What follows belongs to an exercise in optimizing a design on an open flow for small area; a production flow would make more cautious choices. The RTL was checked by simulation tests, not by an equivalence proof against the original design. The flow treats the clock pin as an ideal source, which a real chip does not have. Power and IR drop assume default switching activity.

## rev 12
// cpu_top
module cpu_top (
  input  logic                clk,
  input  logic                reset,
  input  logic [32:0]         load,     
  input  logic                run,
  input  logic [15:0]         p0,
  input  logic [15:0]         p1,
  input  logic [1:0]          p_sel,
  output logic                busy,
  output logic                done,
  output logic [15:0]         p0_out,
  output logic [15:0]         p1_out
);
  logic            fetch;
  logic            exec;
  logic            last;
  logic [31:0]     rsel;
  logic [10:0]     instr;    
  cpu_pkg::data_t  rd_a;
  cpu_pkg::data_t  rd_b;
  cpu_pkg::data_t  alu_result;
  run_sequencer u_seq (
    .clk   (clk),
    .reset (reset),
    .run   (run),
    .last  (last),
    .fetch (fetch),
    .exec  (exec),
    .busy  (busy),
    .done  (done)
  );
  program_counter u_pc (
    .clk        (clk),
    .reset      (reset),
    .load_valid (load[32]),
    .fetch      (fetch),
    .rsel       (rsel),
    .last       (last)
  );
  program_mem u_mem (
    .clk        (clk),
    .load_instr (load[31:0]),
    .load_valid (load[32]),
    .rsel       (rsel),
    .instr      (instr)
  );
  reg_bank u_regs (
    .clk        (clk),
    .reset      (reset),
    .we         (exec),
    .rd         (instr[8:6]),
    .ra         (instr[5:3]),
    .rb         (instr[2:0]),
    .alu_result (alu_result),
    .p0         (p0),
    .p1         (p1),
    .p_sel      (p_sel),
    .rd_a       (rd_a),
    .rd_b       (rd_b),
    .p0_out     (p0_out),
    .p1_out     (p1_out)
  );
  alu u_alu (
    .fn     (instr[10:9]),
    .a      (rd_a),
    .b      (rd_b),
    .result (alu_result)
  );
endmodule
For scale: about 1100 cells after synthesis, about 510 flip-flops, roughly 100 I/O pins, ~20000 µm² of cells after synthesis.
==> flow/config.mk <==
export PLATFORM = sky130hd
export DESIGN_NAME = cpu_top
export DESIGN_NICKNAME = cpu_top
export VERILOG_FILES = /design/flow/design.v
export SDC_FILE = /design/flow/constraint.sdc
export NUM_CORES = 4
export LEC_CHECK = 0
export CAP_MARGIN = 20
export CORE_MARGIN = 2
export CORE_UTILIZATION = 65
export PLACE_DENSITY = 0.75
export SLEW_MARGIN = 20
export SYNTH_HIERARCHICAL = 1
==> flow/constraint.sdc <==
create_clock -name core_clock -period 5.0 [get_ports {clk}]
set_input_delay 1.0000 -clock core_clock [delete_from_list [all_inputs] [get_ports {clk}]]
set_output_delay 1.0000 -clock core_clock [all_outputs]
set_load 0.01 [all_outputs]
standard.sh (not shown) runs the stock make flow with config.mk's settings and CLKGATE_MAP_FILE= SYNTH_SCRIPT=/design/flow/synth_recipe.tcl, a recipe that flattens the netlist after the stock synthesis.
==> flow/flow/run.sh <==
#!/bin/bash
# The standard layout (standard.sh, standard synthesis unchanged) with two
# changes: ports are buffered with buf_1 instead of a delay buffer, and the
# clock tree is built from clkbuf_16 in large clusters without dummy loads.
set -euo pipefail
CTS="-sink_clustering_enable -repair_clock_nets -dont_use_dummy_load"
CTS="$CTS -sink_clustering_size 30 -sink_clustering_max_diameter 100"
CTS="$CTS -buf_list sky130_fd_sc_hd__clkbuf_16"
bash standard.sh finish \
  "BUFFER_PORTS_ARGS=-buffer_cell sky130_fd_sc_hd__buf_1" \
  "CTS_ARGS=$CTS" RECOVER_POWER=100 > standard.log 2>&1
The layout from rev 12, despite a flow that completed every stage, fails the layout checks, with the failing checks listed as capacitance limit, slew limit.
Relative to rev 12, the following input files were edited for rev 13:
diff --git a/flow/flow/run.sh b/flow/flow/run.sh
--- a/flow/flow/run.sh
+++ b/flow/flow/run.sh
@@ -9,3 +9,3 @@
 bash standard.sh finish \
   "BUFFER_PORTS_ARGS=-buffer_cell sky130_fd_sc_hd__buf_1" \
-  "CTS_ARGS=$CTS" RECOVER_POWER=100 > standard.log 2>&1
+  "CTS_ARGS=$CTS" REMOVE_ABC_BUFFERS=1 > standard.log 2>&1
- Rev 13 | status: complete | timing, DRC, antenna: pass
- Taking rev 12 as the reference point, the combinational group share of total power of rev 13 rises by 1.4 points.
- Rev 13 reports its type of the worst setup path as register to register while rev 12 reports input pin to register.
- Final total negative setup slack: rev 12 vs rev 13 identical
- In rev 13 the non-clock buffer count turned out about 7% lower than in rev 12.
- Between rev 13 and rev 12, the detailed-route vias per instance figures differ only marginally.
- Compared rev 13 vs rev 12, and area growth from synthesis to layout is up in rev 13.
- Compared with rev 12, rev 13 shows a higher critical path depth.
- Rev 12 and rev 13 ended up with nearly the same global-route usage.

* * *

The RTL this note starts from:
==> flow/design.v <==
package cpu_pkg;
  typedef logic [15:0] data_t;
  typedef logic [2:0]  reg_idx_t;
  typedef logic [4:0]  pc_t;
  localparam logic [1:0] FN_LT  = 2'b00;
  localparam logic [1:0] FN_AND = 2'b01;
  localparam logic [1:0] FN_XOR = 2'b10;
  localparam logic [1:0] FN_OR  = 2'b11;
endpackage
`timescale 1ns/1ps
module alu (
  input  logic [1:0]      fn,
  input  cpu_pkg::data_t  a,
  input  cpu_pkg::data_t  b,
  output cpu_pkg::data_t  result
);
  cpu_pkg::data_t  x;    
  cpu_pkg::data_t  h;    
  logic            lt;
  assign x = a & b;
  assign h = a ^ b;
  always_comb
  begin
    lt = 1'b0;
    for (int i = 0; i < 16; i++)
      lt = h[i] ? b[i] : lt;
  end
  always_comb
  begin
    result = (x & {16{fn[0]}}) | (h & {16{fn[1]}});
    if (fn == cpu_pkg::FN_LT)
      result[0] = lt;
  end
endmodule
`timescale 1ns/1ps
module reg_dec (
  input  cpu_pkg::reg_idx_t  idx,
  input  logic [7:0]         mask,
  output logic [7:0]         sel
);
  always_comb
  begin
    for (int i = 0; i < 8; i++)
      sel[i] = (idx == 3'(i)) & mask[i];
  end
endmodule
module reg_rd (
  input  logic [7:0]         sel,
  input  logic [7:0][15:0]   regs,
  output cpu_pkg::data_t     q
);
  for (genvar b = 0; b < 16; b++)
  begin : g_bit
    logic [2:0]  t;
    aoi3 u_aoi0 (.s(sel[2:0]), .d({regs[2][b], regs[1][b], regs[0][b]}), .y(t[0]));
    aoi3 u_aoi1 (.s(sel[5:3]), .d({regs[5][b], regs[4][b], regs[3][b]}), .y(t[1]));
    assign t[2] = ~|(sel[7:6] & {regs[7][b], regs[6][b]});
    assign q[b] = ~&t;
  end
endmodule
module reg_bank (
  input  logic               clk,
  input  logic               reset,
  input  logic               we,
  input  cpu_pkg::reg_idx_t  rd,
  input  cpu_pkg::reg_idx_t  ra,
  input  cpu_pkg::reg_idx_t  rb,
  input  cpu_pkg::data_t     alu_result,
  input  cpu_pkg::data_t     p0,
  input  cpu_pkg::data_t     p1,
  input  logic [1:0]         p_sel,
  output cpu_pkg::data_t     rd_a,
  output cpu_pkg::data_t     rd_b,
  output cpu_pkg::data_t     p0_out,
  output cpu_pkg::data_t     p1_out
);
  logic [7:0][15:0]  regs;
  logic [7:0]        written;    
  logic [7:0]        wsel;
  logic [7:0]        sel_a;
  logic [7:0]        sel_b;
  assign written[1:0] = 2'b11;
  reg_dec u_dec_w (.idx(rd), .mask({8{we}}), .sel(wsel));
  reg_dec u_dec_a (.idx(ra), .mask(written), .sel(sel_a));
  reg_dec u_dec_b (.idx(rb), .mask(written), .sel(sel_b));
  always_ff @(posedge clk or posedge reset)
  begin
    if (reset)
    begin
      regs[0] <= '0;
      regs[1] <= '0;
    end
    else
    begin
      if (wsel[0])
        regs[0] <= p_sel[0] ? alu_result : p0;
      if (wsel[1])
        regs[1] <= p_sel[1] ? alu_result : p1;
    end
  end
  always_ff @(posedge clk or posedge reset)
  begin
    if (reset)
      written[7:2] <= '0;
    else
      written[7:2] <= written[7:2] | wsel[7:2];
  end
  always_ff @(posedge clk)
  begin
    for (int i = 2; i < 8; i++)
      if (wsel[i])
        regs[i] <= alu_result;
  end
  reg_rd u_rd_a (.sel(sel_a), .regs(regs), .q(rd_a));
  reg_rd u_rd_b (.sel(sel_b), .regs(regs), .q(rd_b));
  assign p0_out = regs[0];
  assign p1_out = regs[1];
endmodule
`timescale 1ns/1ps
module run_sequencer (
  input  logic  clk,
  input  logic  reset,
  input  logic  run,
  input  logic  last,
  output logic  fetch,
  output logic  exec,
  output logic  busy,
  output logic  done
);
  always_ff @(posedge clk or posedge reset)
  begin
    if (reset)
    begin
      fetch <= 1'b0;
      exec  <= 1'b0;
      done  <= 1'b0;
    end
    else
    begin
      fetch <= fetch ? !last : run;
      exec  <= fetch;
      done  <= exec & !fetch;    
    end
  end
  assign busy = fetch | exec;
endmodule
`timescale 1ns/1ps
package stage_seq;
  function automatic logic [4:0] step(input logic [4:0] s);
    step = {s[3:0], s[4] ^ s[2] ^ (s[3:0] == 4'd0)};
  endfunction
  function automatic logic [4:0] back(input logic [4:0] s);
    back = {s[0] ^ s[3] ^ (s[4:1] == 4'd0), s[4:1]};
  endfunction
endpackage
module word_dec (
  input  cpu_pkg::pc_t  addr,
  output logic [31:0]   sel
);
  logic [4:0]  st;
  always_comb
  begin
    st = '0;
    for (int j = 0; j < 32; j++)
    begin
      sel[j] = (addr == st);
      st     = stage_seq::step(st);
    end
  end
endmodule
module program_counter (
  input  logic          clk,
  input  logic          reset,
  input  logic          load_valid,
  input  logic          fetch,
  output logic [31:0]   rsel,
  output logic          last
);
  cpu_pkg::pc_t  top;    
  cpu_pkg::pc_t  pc;     
  localparam cpu_pkg::pc_t  STAGE_M1 = 5'b10000;    
  assign last = (pc == '0);
  always_ff @(posedge clk or posedge reset)
  begin
    if (reset)
      top <= STAGE_M1;
    else if (load_valid)
      top <= stage_seq::step(top);
  end
  always_ff @(posedge clk or posedge reset)
  begin
    if (reset)
      pc <= STAGE_M1;
    else
      pc <= fetch ? stage_seq::back(pc) : top;
  end
  word_dec u_rdec (.addr(pc), .sel(rsel));
endmodule
`timescale 1ns/1ps
module instr_enc (
  input  logic [31:0]  instr,
  output logic [10:0]  code
);
  logic [3:0]         op;
  logic [1:0]         fn;
  cpu_pkg::reg_idx_t  ra;
  cpu_pkg::reg_idx_t  rb;
  cpu_pkg::reg_idx_t  xa;
  cpu_pkg::reg_idx_t  xb;
  assign op = instr[31:28];
  assign ra = instr[24:22];
  assign rb = instr[21:19];
  always_comb
  begin
    xa = ra;
    xb = ra;
    fn = cpu_pkg::FN_LT;
    case (op)
      4'd3: begin fn = cpu_pkg::FN_AND; xb = rb; end   
      4'd4: begin fn = cpu_pkg::FN_OR;  xb = rb; end   
      4'd5: begin fn = cpu_pkg::FN_XOR; xb = rb; end   
      4'd6: begin fn = cpu_pkg::FN_LT;  xa = rb; end   
      4'd7: begin fn = cpu_pkg::FN_LT;  xb = rb; end   
      4'd9: begin fn = cpu_pkg::FN_AND;          end   
      default: ;                                       
    endcase
  end
  assign code = {fn, instr[27:25], xa, xb};
endmodule
module aoi3 (
  input  logic [2:0]  s,
  input  logic [2:0]  d,
  output logic        y
);
  assign y = ~|(s & d);
endmodule
module mem_rd_bit (
  input  logic [31:0]  sel,
  input  logic [31:0]  d,
  output logic         q
);
  logic [10:0]  t;    
  for (genvar g = 0; g < 10; g++)
  begin : g_aoi
    aoi3 u_aoi (.s(sel[3*g +: 3]), .d(d[3*g +: 3]), .y(t[g]));
  end
  assign t[10] = ~|(sel[31:30] & d[31:30]);
  assign q     = ~&t;
endmodule
module mem_rd (
  input  logic [31:0]        sel,
  input  logic [31:0][10:0]  mem,
  output logic [10:0]        q
);
  for (genvar b = 0; b < 11; b++)
  begin : g_bit
    logic [31:0]  col;
    for (genvar i = 0; i < 32; i++)
    begin : g_col
      assign col[i] = mem[i][b];
    end
    mem_rd_bit u_bit (.sel(sel), .d(col), .q(q[b]));
  end
endmodule
module program_mem (
  input  logic               clk,
  input  logic [31:0]        load_instr,
  input  logic               load_valid,
  input  logic [31:0]        rsel,
  output logic [10:0]        instr
);
  logic [31:0][10:0]  mem;
  logic [10:0]        code;
  instr_enc u_enc (.instr(load_instr), .code(code));
  always_ff @(posedge clk)
  begin
    if (load_valid)
      mem <= {mem[30:0], code};
  end
  logic [10:0]  rd_word;
  mem_rd u_rd (.sel(rsel), .mem(mem), .q(rd_word));
  always_ff @(posedge clk)
    instr <= rd_word;
endmodule
`timescale 1ns/1ps
module cpu_top (
  input  logic                clk,
  input  logic                reset,
  input  logic [32:0]         load,     
  input  logic                run,
  input  logic [15:0]         p0,
  input  logic [15:0]         p1,
  input  logic [1:0]          p_sel,
  output logic                busy,
  output logic                done,
  output logic [15:0]         p0_out,
  output logic [15:0]         p1_out
);
  logic            fetch;
  logic            exec;
  logic            last;
  logic [31:0]     rsel;
  logic [10:0]     instr;    
  cpu_pkg::data_t  rd_a;
  cpu_pkg::data_t  rd_b;
  cpu_pkg::data_t  alu_result;
  run_sequencer u_seq (
    .clk   (clk),
    .reset (reset),
    .run   (run),
    .last  (last),
    .fetch (fetch),
    .exec  (exec),
    .busy  (busy),
    .done  (done)
  );
  program_counter u_pc (
    .clk        (clk),
    .reset      (reset),
    .load_valid (load[32]),
    .fetch      (fetch),
    .rsel       (rsel),
    .last       (last)
  );
  program_mem u_mem (
    .clk        (clk),
    .load_instr (load[31:0]),
    .load_valid (load[32]),
    .rsel       (rsel),
    .instr      (instr)
  );
  reg_bank u_regs (
    .clk        (clk),
    .reset      (reset),
    .we         (exec),
    .rd         (instr[8:6]),
    .ra         (instr[5:3]),
    .rb         (instr[2:0]),
    .alu_result (alu_result),
    .p0         (p0),
    .p1         (p1),
    .p_sel      (p_sel),
    .rd_a       (rd_a),
    .rd_b       (rd_b),
    .p0_out     (p0_out),
    .p1_out     (p1_out)
  );
  alu u_alu (
    .fn     (instr[10:9]),
    .a      (rd_a),
    .b      (rd_b),
    .result (alu_result)
  );
endmodule
export LEC_CHECK = 0
export CAP_MARGIN = 20
export CORE_MARGIN = 2
export CORE_UTILIZATION = 65
export PLACE_DENSITY = 0.75
export SLEW_MARGIN = 20
export SYNTH_HIERARCHICAL = 1
create_clock -name core_clock -period 5.0 [get_ports {clk}]
==> flow/flow/run.sh <==
#!/bin/bash
# The standard layout (standard.sh, standard synthesis unchanged) with two
# changes: ports are buffered with buf_1 instead of a delay buffer, and the
# clock tree is built from clkbuf_16 in large clusters without dummy loads.
set -euo pipefail
CTS="-sink_clustering_enable -repair_clock_nets -dont_use_dummy_load"
CTS="$CTS -sink_clustering_size 30 -sink_clustering_max_diameter 100"
CTS="$CTS -buf_list sky130_fd_sc_hd__clkbuf_16"
bash standard.sh finish \
  "BUFFER_PORTS_ARGS=-buffer_cell sky130_fd_sc_hd__buf_1" \
  "CTS_ARGS=$CTS" > standard.log 2>&1
Then changed:
==> flow/flow/run.sh (replaced) <==
#!/bin/bash
# The standard layout (standard.sh, standard synthesis unchanged) with
# these changes: ports are buffered with buf_1 instead of a delay buffer;
# synthesis buffers are removed at floorplan and placement rebuffers as needed;
# the clock tree is built from clkbuf_16 in large clusters without dummy
# loads; after CTS, gates off the critical paths are downsized (post_cts.tcl).
set -euo pipefail
CTS="-sink_clustering_enable -repair_clock_nets -dont_use_dummy_load"
CTS="$CTS -sink_clustering_size 30 -sink_clustering_max_diameter 100"
CTS="$CTS -buf_list sky130_fd_sc_hd__clkbuf_16"
bash standard.sh finish \
  "BUFFER_PORTS_ARGS=-buffer_cell sky130_fd_sc_hd__buf_1" \
  "CTS_ARGS=$CTS" REMOVE_ABC_BUFFERS=1 \
  "POST_CTS_TCL=$PWD/flow/post_cts.tcl" > standard.log 2>&1
==> flow/flow/post_cts.tcl (new file) <==
# After CTS: downsize gates on paths with slack to spare, then fix any
# slew or capacitance this leaves, and legalize the placement again.
estimate_parasitics -placement
repair_timing -recover_power 100 -verbose
repair_design -verbose -cap_margin 20 -slew_margin 20
detailed_placement
check_placement -verbose
- The new run went through all stages and came out clean
- count of clock-buffer cells in the layout does not change
- wire length barely changes
- setup slack gets worse by 830 ps
- global-route usage rises by 0.19 points
- synthesized area does not change
- cell area falls by 0.45%
- cell count barely changes

## re-timing with driven ports
No port has a modelled driver above. Below, the same layouts with a new extraction and two added sets of constraints.
Step 1 assumes that a clkbuf_16 drives the clock port and a buf_2 every other input.
Step 2 times the ports against the registers' clock, not the clock port: input delays grow and output delays shrink by t, the midpoint of the rising clock arrivals with the driver on.
a / b / c = ideal ports / drivers / drivers and shift; a / b = the first two.
run | t (ns) | setup slack, ns | latest minus earliest clock arrival (ns) | slew at the worst register clock pin (ns) | worst slew at a driven data input, ns
rev 12 | 0.581 | 1.287 / 1.314 / 0.732 | 0.028 / 0.027 | 0.12 / 0.12 | 0.04
rev 13 | 0.593 | 1.590 / 1.590 / 1.590 | 0.033 / 0.033 | 0.11 / 0.11 | 0.05
the first run of note 2 | 0.581 | 1.724 / 1.724 / 1.724 | 0.026 / 0.027 | 0.12 / 0.12 | 0.04
the second run of note 2 | 0.591 | 0.897 / 0.897 / 0.897 | 0.030 / 0.030 | 0.11 / 0.11 | 0.06
For rev 12, which loses most, drivers alone change the setup slack by +0.027 ns; drivers and shift together by -0.555 ns.
